This design comes from an exercise in tuning for small area, a short achievable clock period and few clock cycles per item on the open sky130 flow, not from production work. RTL that was checked went through simulation tests only; none was proved equivalent to the original. Power is estimated from default activity; no workload was simulated.

==> flow/design.v (excerpt) <==
module lru_page_reference_tracker_unit #(
  parameter  int KEY_SPACE  = lru_pkg::KEY_SPACE_DEF,
  parameter  int MAX_FRAMES = lru_pkg::MAX_FRAMES_DEF,
  localparam int KW         = $clog2(KEY_SPACE),
  localparam int CW         = $clog2(MAX_FRAMES + 1)
) (
  input  wire logic                      clk,
  input  wire logic                      rst_n,
  input  wire logic                      in_valid,
  output logic                           in_ready,
  input  wire logic [KW-1:0]             in_page_key,
  output logic                           out_valid,
  input  wire logic                      out_ready,
  output logic                           out_hit,
  output logic                           out_evicted,
  output logic [KW-1:0]                  out_evicted_key,
  output logic [CW-1:0]                  out_occupancy,
  input  wire logic                      cfg_valid,
  output logic                           cfg_ready,
  input  wire logic [lru_pkg::CFG_W-1:0] cfg_frames_in_use
);
For scale: ~280 cells after synthesis, about 64 flip-flops, ~3300 µm² of cells after synthesis.
export LEC_CHECK = 0
export CAP_MARGIN = 20
export CORE_MARGIN = 2
export CORE_UTILIZATION = 40
export PLACE_DENSITY = 0.6
export SETUP_SLACK_MARGIN = 3.1
export SLEW_MARGIN = 20
export TNS_END_PERCENT = 0
create_clock -name core_clock -period 5.5 [get_ports {clk}]
standard.sh (not shown) runs the stock make flow with config.mk's settings and CLKGATE_MAP_FILE= SYNTH_SCRIPT=/design/flow/synth_recipe.tcl, a recipe that flattens the netlist after the stock synthesis.
==> flow/flow/run.sh <==
#!/bin/bash
# The standard layout (the standard.sh) with two changes to buffering:
# the port buffers ORFS inserts before global placement use a small plain
# buffer cell, and clock tree synthesis builds its tree from clkbuf_8 cells under
# a clkbuf_8 root, in clusters of up to 22 sinks and without dummy loads.
set -euo pipefail
export BUFFER_PORTS_ARGS="-buffer_cell sky130_fd_sc_hd__buf_1"
export CTS_ARGS="-sink_clustering_enable -repair_clock_nets -dont_use_dummy_load -sink_clustering_size 22 -sink_clustering_max_diameter 80 -buf_list sky130_fd_sc_hd__clkbuf_8 -root_buf sky130_fd_sc_hd__clkbuf_8"
bash standard.sh > standard_flow.log 2>&1
The starting point passed the timing, DRC and antenna checks.
Testbench counts at the start, summed over its fixed seeds: cycles 16,512, items 16,384.
Then changed:
==> flow/flow/run.sh (replaced) <==
#!/bin/bash
# The standard layout (the standard.sh) with two changes to buffering:
# the port buffers ORFS inserts before global placement use a small plain
# buffer cell, and clock tree synthesis builds its tree from clkbuf_16 cells under
# a clkbuf_16 root, in clusters of up to 32 sinks and without dummy loads.
set -euo pipefail
export BUFFER_PORTS_ARGS="-buffer_cell sky130_fd_sc_hd__buf_1"
export CTS_ARGS="-sink_clustering_enable -repair_clock_nets -dont_use_dummy_load -sink_clustering_size 32 -sink_clustering_max_diameter 150 -buf_list sky130_fd_sc_hd__clkbuf_16 -root_buf sky130_fd_sc_hd__clkbuf_16"
bash standard.sh > standard_flow.log 2>&1
SETUP_SLACK_MARGIN = 3   (was 3.1)
What happened: Sequential power barely changes; power is higher by 15%; cell area went up by 3.7%; count of clock-buffer cells in the layout is unchanged; die area is unchanged; via count rises by 1.8%; utilization went up by 1.7 points; register-to-register slack loses 0.10 ns.
Then changed:
==> flow/flow/run.sh (replaced) <==
#!/bin/bash
# The standard layout (the standard.sh) with two changes to buffering:
# the port buffers ORFS inserts before global placement use a small plain
# buffer cell, and clock tree synthesis builds its tree from clkbuf_8 cells under
# a clkbuf_8 root, in clusters of up to 22 sinks and without dummy loads.
set -euo pipefail
export BUFFER_PORTS_ARGS="-buffer_cell sky130_fd_sc_hd__buf_1"
export CTS_ARGS="-sink_clustering_enable -repair_clock_nets -dont_use_dummy_load -sink_clustering_size 22 -sink_clustering_max_diameter 80 -buf_list sky130_fd_sc_hd__clkbuf_8 -root_buf sky130_fd_sc_hd__clkbuf_8"
bash standard.sh > standard_flow.log 2>&1
TNS_END_PERCENT = unset   (was 0)
The new run finished with timing, DRC and antenna clean. Via count shrinks by 4.6%. Design area goes down by about 1.4%. Cell count increases by about 1.2%. First-iteration DRC count shrinks by about 24%. Die area does not change.
Then changed:
==> flow/run.sh (new file) <==
#!/bin/bash
# synth_recipe.tcl (not shown) runs the flow's synth.tcl, then flattens the netlist and writes it again
# the make line also repeats each setting of config.mk as NAME=value (left out here)
make -C /OpenROAD-flow-scripts/flow DESIGN_CONFIG=/design/flow/config.mk WORK_HOME=/design/flow/orfs CLKGATE_MAP_FILE= SYNTH_SCRIPT=/design/flow/synth_recipe.tcl finish
TNS_END_PERCENT = 0   (was unset)
removed: flow/flow/run.sh
removed: flow/standard.sh
Result: The new run produced a clean layout. Maximum frequency came out lower by a few percent. Total power increases by a few percent. Wire length went up by a few percent. Combinational power grows by a few percent. Utilization climbs by 0.85 points. Clock power went up by about a fifth. Setup slack loses 0.082 ns. Clock-buffer cell count does not change. Non-clock buffer count went down by 6.
Then changed:
==> flow/flow/run.sh (new file) <==
#!/bin/bash
# The standard layout (the standard.sh) with two changes to buffering:
# the port buffers ORFS inserts before global placement use a small plain
# buffer cell, and clock tree synthesis builds its tree from clkbuf_8 cells under
# a clkbuf_8 root, in clusters of up to 22 sinks and without dummy loads.
set -euo pipefail
export BUFFER_PORTS_ARGS="-buffer_cell sky130_fd_sc_hd__buf_1"
export CTS_ARGS="-sink_clustering_enable -repair_clock_nets -dont_use_dummy_load -sink_clustering_size 22 -sink_clustering_max_diameter 80 -buf_list sky130_fd_sc_hd__clkbuf_8 -root_buf sky130_fd_sc_hd__clkbuf_8"
bash standard.sh > standard_flow.log 2>&1
==> flow/standard.sh (new file) <==
#!/bin/bash
# synth_recipe.tcl (not shown) runs the flow's synth.tcl, then flattens the netlist and writes it again
# the make line also repeats each setting of config.mk as NAME=value (left out here)
make -C /OpenROAD-flow-scripts/flow DESIGN_CONFIG=/design/flow/config.mk WORK_HOME=/design/flow/orfs CLKGATE_MAP_FILE= SYNTH_SCRIPT=/design/flow/synth_recipe.tcl "${@:-finish}"
CORE_UTILIZATION = 50   (was 40)
PLACE_DENSITY = 0.7   (was 0.6)
removed: flow/run.sh
Outcome:
- The changed run went through all stages and came out clean
- total power decreases by about 5.3%
- wire length fell by about 7%
- clock skew increases by 0.0085 ns
Then changed:
CORE_UTILIZATION = 40   (was 50)
PLACE_DENSITY = 0.6   (was 0.7)
After rerunning: Sequential power is about the same. Worst hold slack is worse by 0.0040 ns. Global-route usage fell by 2.9 points. Die area rose by 24%. First-iteration DRC count fell by 21%. Synthesized area stays the same. Cell count rose by 6.5%. Design area fell by 0.75%. Clock skew stays flat. Power is about the same. Clock power rose by about 2%.

---

Another version of the RTL of lru_page_reference_tracker_unit (not shown whole).
Size: ~310 cells after synthesis, roughly 78 flip-flops, ~30 I/O pins, about 3800 um2 of cells after synthesis.
Design lru_page_reference_tracker_unit, start of the top module:
module lru_page_reference_tracker_unit #(
  parameter  int KEY_SPACE  = lru_pkg::KEY_SPACE_DEF,
  parameter  int MAX_FRAMES = lru_pkg::MAX_FRAMES_DEF,
  localparam int KW         = $clog2(KEY_SPACE),
  localparam int CW         = $clog2(MAX_FRAMES + 1)
) (
  input  wire logic                      clk,
  input  wire logic                      rst_n,
  input  wire logic                      in_valid,
  output logic                           in_ready,
  input  wire logic [KW-1:0]             in_page_key,
  output logic                           out_valid,
  input  wire logic                      out_ready,
  output logic                           out_hit,
  output logic                           out_evicted,
  output logic [KW-1:0]                  out_evicted_key,
  output logic [CW-1:0]                  out_occupancy,
  input  wire logic                      cfg_valid,
  output logic                           cfg_ready,
  input  wire logic [lru_pkg::CFG_W-1:0] cfg_frames_in_use
);
  localparam int LW = $clog2(MAX_FRAMES);
  logic [LW-1:0] limm1_r;
  logic [LW-1:0] limm1_wr;
  logic          out_valid_r;
  logic          accept;
  logic          step;
  logic          q0_v, q1_v;
  logic [KW-1:0] q0_key, q1_key;
  always_comb begin
    if (cfg_frames_in_use == '0) begin
      limm1_wr = '0;
    end else if (cfg_frames_in_use > lru_pkg::CFG_W'(MAX_FRAMES)) begin
      limm1_wr = LW'(MAX_FRAMES - 1);
    end else begin
      limm1_wr = LW'(cfg_frames_in_use - 1'b1);
    end
  end
  assign cfg_ready = 1'b1;
  always_ff @(posedge clk) begin
  ...
Settings: LEC_CHECK=0, CAP_MARGIN=20, CORE_MARGIN=2, CORE_UTILIZATION=40, PLACE_DENSITY=0.6, SETUP_SLACK_MARGIN=3.55, SLEW_MARGIN=20, TNS_END_PERCENT=0; clock period 5.5 ns.
==> flow/flow/run.sh <==
#!/bin/bash
# The standard layout (the standard.sh) with two changes to buffering:
# the port buffers ORFS inserts before global placement use a small plain
# buffer cell, and clock tree synthesis builds its tree from clkbuf_8 cells under
# a clkbuf_8 root, in clusters of up to 22 sinks and without dummy loads.
set -euo pipefail
export BUFFER_PORTS_ARGS="-buffer_cell sky130_fd_sc_hd__buf_1"
export CTS_ARGS="-sink_clustering_enable -repair_clock_nets -dont_use_dummy_load -sink_clustering_size 22 -sink_clustering_max_diameter 80 -buf_list sky130_fd_sc_hd__clkbuf_8 -root_buf sky130_fd_sc_hd__clkbuf_8"
bash standard.sh > standard_flow.log 2>&1
Testbench counts at the start, summed over its fixed seeds: cycles 16,576, items 16,384.
Rerun with:
Settings changed: CORE_UTILIZATION 40 to 55, PLACE_DENSITY 0.6 to 0.7, SETUP_SLACK_MARGIN 3.55 to 3.4.
Power increases by 1.3%.
Wire length increases by 6.3%.
Global-route usage increases by 6.8 points.
Cell area increases by 2.1%.
Die area decreases by 26%.

---

The RTL this note starts from:
==> flow/design.v <==
`default_nettype none
package lru_pkg;
  localparam int KEY_SPACE_DEF  = 64;
  localparam int MAX_FRAMES_DEF = 8;
  localparam int              CFG_W     = 4;
  localparam logic [CFG_W-1:0] CFG_RESET = 4'd4;
endpackage
`default_nettype wire
`default_nettype none
`default_nettype wire
`default_nettype none
module lru_ctrl #(
  parameter  int KEY_SPACE  = lru_pkg::KEY_SPACE_DEF,
  parameter  int MAX_FRAMES = lru_pkg::MAX_FRAMES_DEF,
  localparam int KW         = $clog2(KEY_SPACE),
  localparam int CW         = $clog2(MAX_FRAMES + 1)
) (
  input  wire logic                      clk,
  input  wire logic                      rst_n,
  input  wire logic                      step,
  input  wire logic [KW-1:0]             key,
  input  wire logic [CW-1:0]             lim,
  output logic                           res_hit,
  output logic                           res_evicted,
  output logic [KW-1:0]                  res_evicted_key,
  output logic [CW-1:0]                  occupancy
);
  logic [KW-1:0]         list_r [MAX_FRAMES];
  logic [CW-1:0]         count_r;
  logic [MAX_FRAMES-1:0] vld;
  logic [MAX_FRAMES-1:0] match;
  logic [MAX_FRAMES-1:0] shift;
  logic                  hit;
  logic                  full;
  logic [KW-1:0]         tail_key;
  always_comb begin
    for (int i = 0; i < MAX_FRAMES; i++) begin
      vld[i]   = (count_r > CW'(i));
      match[i] = vld[i] && (list_r[i] == key);
    end
  end
  always_comb begin
    shift[0] = 1'b1;
    for (int i = 1; i < MAX_FRAMES; i++) begin
      shift[i] = shift[i-1] & ~match[i-1];
    end
  end
  assign hit  = |match;
  assign full = (count_r >= lim);
  always_comb begin
    tail_key = '0;
    for (int i = 0; i < MAX_FRAMES; i++) begin
      if (count_r == CW'(i + 1)) tail_key = list_r[i];
    end
  end
  always_ff @(posedge clk) begin
    if (step) begin
      list_r[0] <= key;
      for (int i = 1; i < MAX_FRAMES; i++) begin
        if (shift[i]) list_r[i] <= list_r[i-1];
      end
      res_hit         <= hit;
      res_evicted     <= ~hit & full;
      res_evicted_key <= (~hit & full) ? tail_key : '0;
    end
  end
  always_ff @(posedge clk) begin
    if (!rst_n) begin
      count_r <= '0;
    end else if (step && !hit && !full) begin
      count_r <= CW'(count_r + 1'b1);
    end
  end
  assign occupancy = count_r;
endmodule
`default_nettype wire
`default_nettype none
module lru_page_reference_tracker_unit #(
  parameter  int KEY_SPACE  = lru_pkg::KEY_SPACE_DEF,
  parameter  int MAX_FRAMES = lru_pkg::MAX_FRAMES_DEF,
  localparam int KW         = $clog2(KEY_SPACE),
  localparam int CW         = $clog2(MAX_FRAMES + 1)
) (
  input  wire logic                      clk,
  input  wire logic                      rst_n,
  input  wire logic                      in_valid,
  output logic                           in_ready,
  input  wire logic [KW-1:0]             in_page_key,
  output logic                           out_valid,
  input  wire logic                      out_ready,
  output logic                           out_hit,
  output logic                           out_evicted,
  output logic [KW-1:0]                  out_evicted_key,
  output logic [CW-1:0]                  out_occupancy,
  input  wire logic                      cfg_valid,
  output logic                           cfg_ready,
  input  wire logic [lru_pkg::CFG_W-1:0] cfg_frames_in_use
);
  logic [CW-1:0] lim_r;
  logic [CW-1:0] lim_wr;
  logic          out_valid_r;
  logic          accept;
  logic          step;
  logic          q0_v, q1_v;
  logic [KW-1:0] q0_key, q1_key;
  always_comb begin
    if (cfg_frames_in_use == '0) begin
      lim_wr = CW'(1);
    end else if (cfg_frames_in_use > lru_pkg::CFG_W'(MAX_FRAMES)) begin
      lim_wr = CW'(MAX_FRAMES);
    end else begin
      lim_wr = CW'(cfg_frames_in_use);
    end
  end
  assign cfg_ready = 1'b1;
  always_ff @(posedge clk) begin
    if (!rst_n) begin
      lim_r <= CW'(lru_pkg::CFG_RESET);
    end else if (cfg_valid) begin
      lim_r <= lim_wr;
    end
  end
  assign in_ready = !q1_v;
  assign accept   = in_valid && !q1_v;
  assign step     = q0_v && (!out_valid_r || out_ready);
  always_ff @(posedge clk) begin
    if (!rst_n) begin
      q0_v <= 1'b0;
      q1_v <= 1'b0;
    end else begin
      if (!q0_v || step) begin
        q0_v <= q1_v || accept;
      end
      q1_v <= q0_v && !step && (q1_v || accept);
    end
  end
  always_ff @(posedge clk) begin
    if (!q0_v || step) begin
      q0_key <= q1_v ? q1_key : in_page_key;
    end
    if (!q1_v) begin
      q1_key <= in_page_key;
    end
  end
  lru_ctrl #(
    .KEY_SPACE  (KEY_SPACE),
    .MAX_FRAMES (MAX_FRAMES)
  ) u_ctrl (
    .clk             (clk),
    .rst_n           (rst_n),
    .step            (step),
    .key             (q0_key),
    .lim             (lim_r),
    .res_hit         (out_hit),
    .res_evicted     (out_evicted),
    .res_evicted_key (out_evicted_key),
    .occupancy       (out_occupancy)
  );
  always_ff @(posedge clk) begin
    if (!rst_n) begin
      out_valid_r <= 1'b0;
    end else if (step) begin
      out_valid_r <= 1'b1;
    end else if (out_ready) begin
      out_valid_r <= 1'b0;
    end
  end
  assign out_valid = out_valid_r;
endmodule
`default_nettype wire
Settings: LEC_CHECK=0, ABC_CLOCK_PERIOD_IN_PS=2000, CAP_MARGIN=20, CORE_MARGIN=2, CORE_UTILIZATION=65, CTS_CLUSTER_DIAMETER=300, CTS_CLUSTER_SIZE=100, PLACE_DENSITY=0.75, SETUP_SLACK_MARGIN=3.5, SLEW_MARGIN=20; clock period 5.5 ns.
run.sh (not shown) runs the stock make flow with config.mk's settings and CLKGATE_MAP_FILE= SYNTH_SCRIPT=/design/flow/synth_recipe.tcl, a recipe that flattens the netlist after the stock synthesis.
Stock flow here: none of the scripts above is used.
Edit:
ABC_CLOCK_PERIOD_IN_PS = 1500   (was 2000)
CORE_UTILIZATION = 40   (was 65)
CTS_CLUSTER_DIAMETER = unset   (was 300)
CTS_CLUSTER_SIZE = unset   (was 100)
PLACE_DENSITY = 0.6   (was 0.75)
SETUP_SLACK_MARGIN = 4   (was 3.5)
After rerunning: Core utilization falls by 32 points; worst hold slack loses 0.011 ns; wire length drops by about 22%; die area grows by about 60%; non-clock buffer count climbs by 6; global-route usage decreases by 16 points; maximum frequency is higher by 9.5%; design area came out higher by about 5%; clock power came out lower by about 8%; worst setup slack gets better by 0.20 ns.
Edit:
ABC_CLOCK_PERIOD_IN_PS = unset   (was 1500)
SETUP_SLACK_MARGIN = 3.5   (was 4)
TNS_END_PERCENT = 0   (was unset)
Result: Non-clock buffer count came out lower by 20; design area drops by a little under a tenth; maximum frequency decreases by a few percent; total power shrinks slightly; critical path depth fell by 1; final cell count fell by a few percent; first-iteration DRC count rises by roughly a tenth; wire length came out lower by a few percent.
Edit:
ABC_CLOCK_PERIOD_IN_PS = 2500   (was unset)
SETUP_SLACK_MARGIN = 3   (was 3.5)
TNS_END_PERCENT = unset   (was 0)
Cell area falls by 3.9%.
Power decreases by 5.6%.
Core utilization goes down by 2.0 points.
Count of clock-buffer cells in the layout is unchanged.
Final cell count went down by 0.58%.
Setup slack degrades by 0.21 ns.
No functional check of the RTL was part of any run of this note.

re-timing with driven ports:
How much do the figures lean on ideal ports? The routed layouts below were timed once more, with nothing changed but the port constraints. Step 1, drivers: a clkbuf_16 drives clk and a buf_2 each remaining input, both assumed. Step 2 moves the port delays by t, midway between the first and last clock arrival at a register: inputs arrive t later, outputs are due t later. That takes back most of the time a late clock gives input paths. Slacks: ideal ports / drivers / drivers and shift; pairs: ideal ports / drivers.
run	shift t [ns]	slack for setup (ns)	worst register clock-pin slew, ns
the first run of note 1	0.367	2.978 / 2.956 / 2.618	0.07 / 0.07
the second run of note 1	0.357	2.980 / 2.956 / 2.672	0.05 / 0.05
the third run of note 1	0.366	2.983 / 2.964 / 2.675	0.07 / 0.07
the fourth run of note 1	0.379	2.902 / 2.872 / 2.560	0.07 / 0.07
the fifth run of note 1	0.362	2.972 / 2.959 / 2.618	0.06 / 0.06
the sixth run of note 1	0.367	2.978 / 2.956 / 2.618	0.07 / 0.07
the first run of note 2	0.379	3.365 / 3.365 / 3.124	0.09 / 0.09
the second run of note 2	0.372	3.311 / 3.311 / 3.102	0.09 / 0.09
the first run of note 3	0.396	3.166 / 3.166 / 2.934	0.10 / 0.10
the second run of note 3	0.398	3.368 / 3.368 / 3.067	0.10 / 0.10
the third run of note 3	0.387	3.279 / 3.279 / 2.949	0.10 / 0.10
the fourth run of note 3	0.378	3.066 / 3.046 / 2.706	0.10 / 0.10
After both steps setup and hold are still met in every run listed.
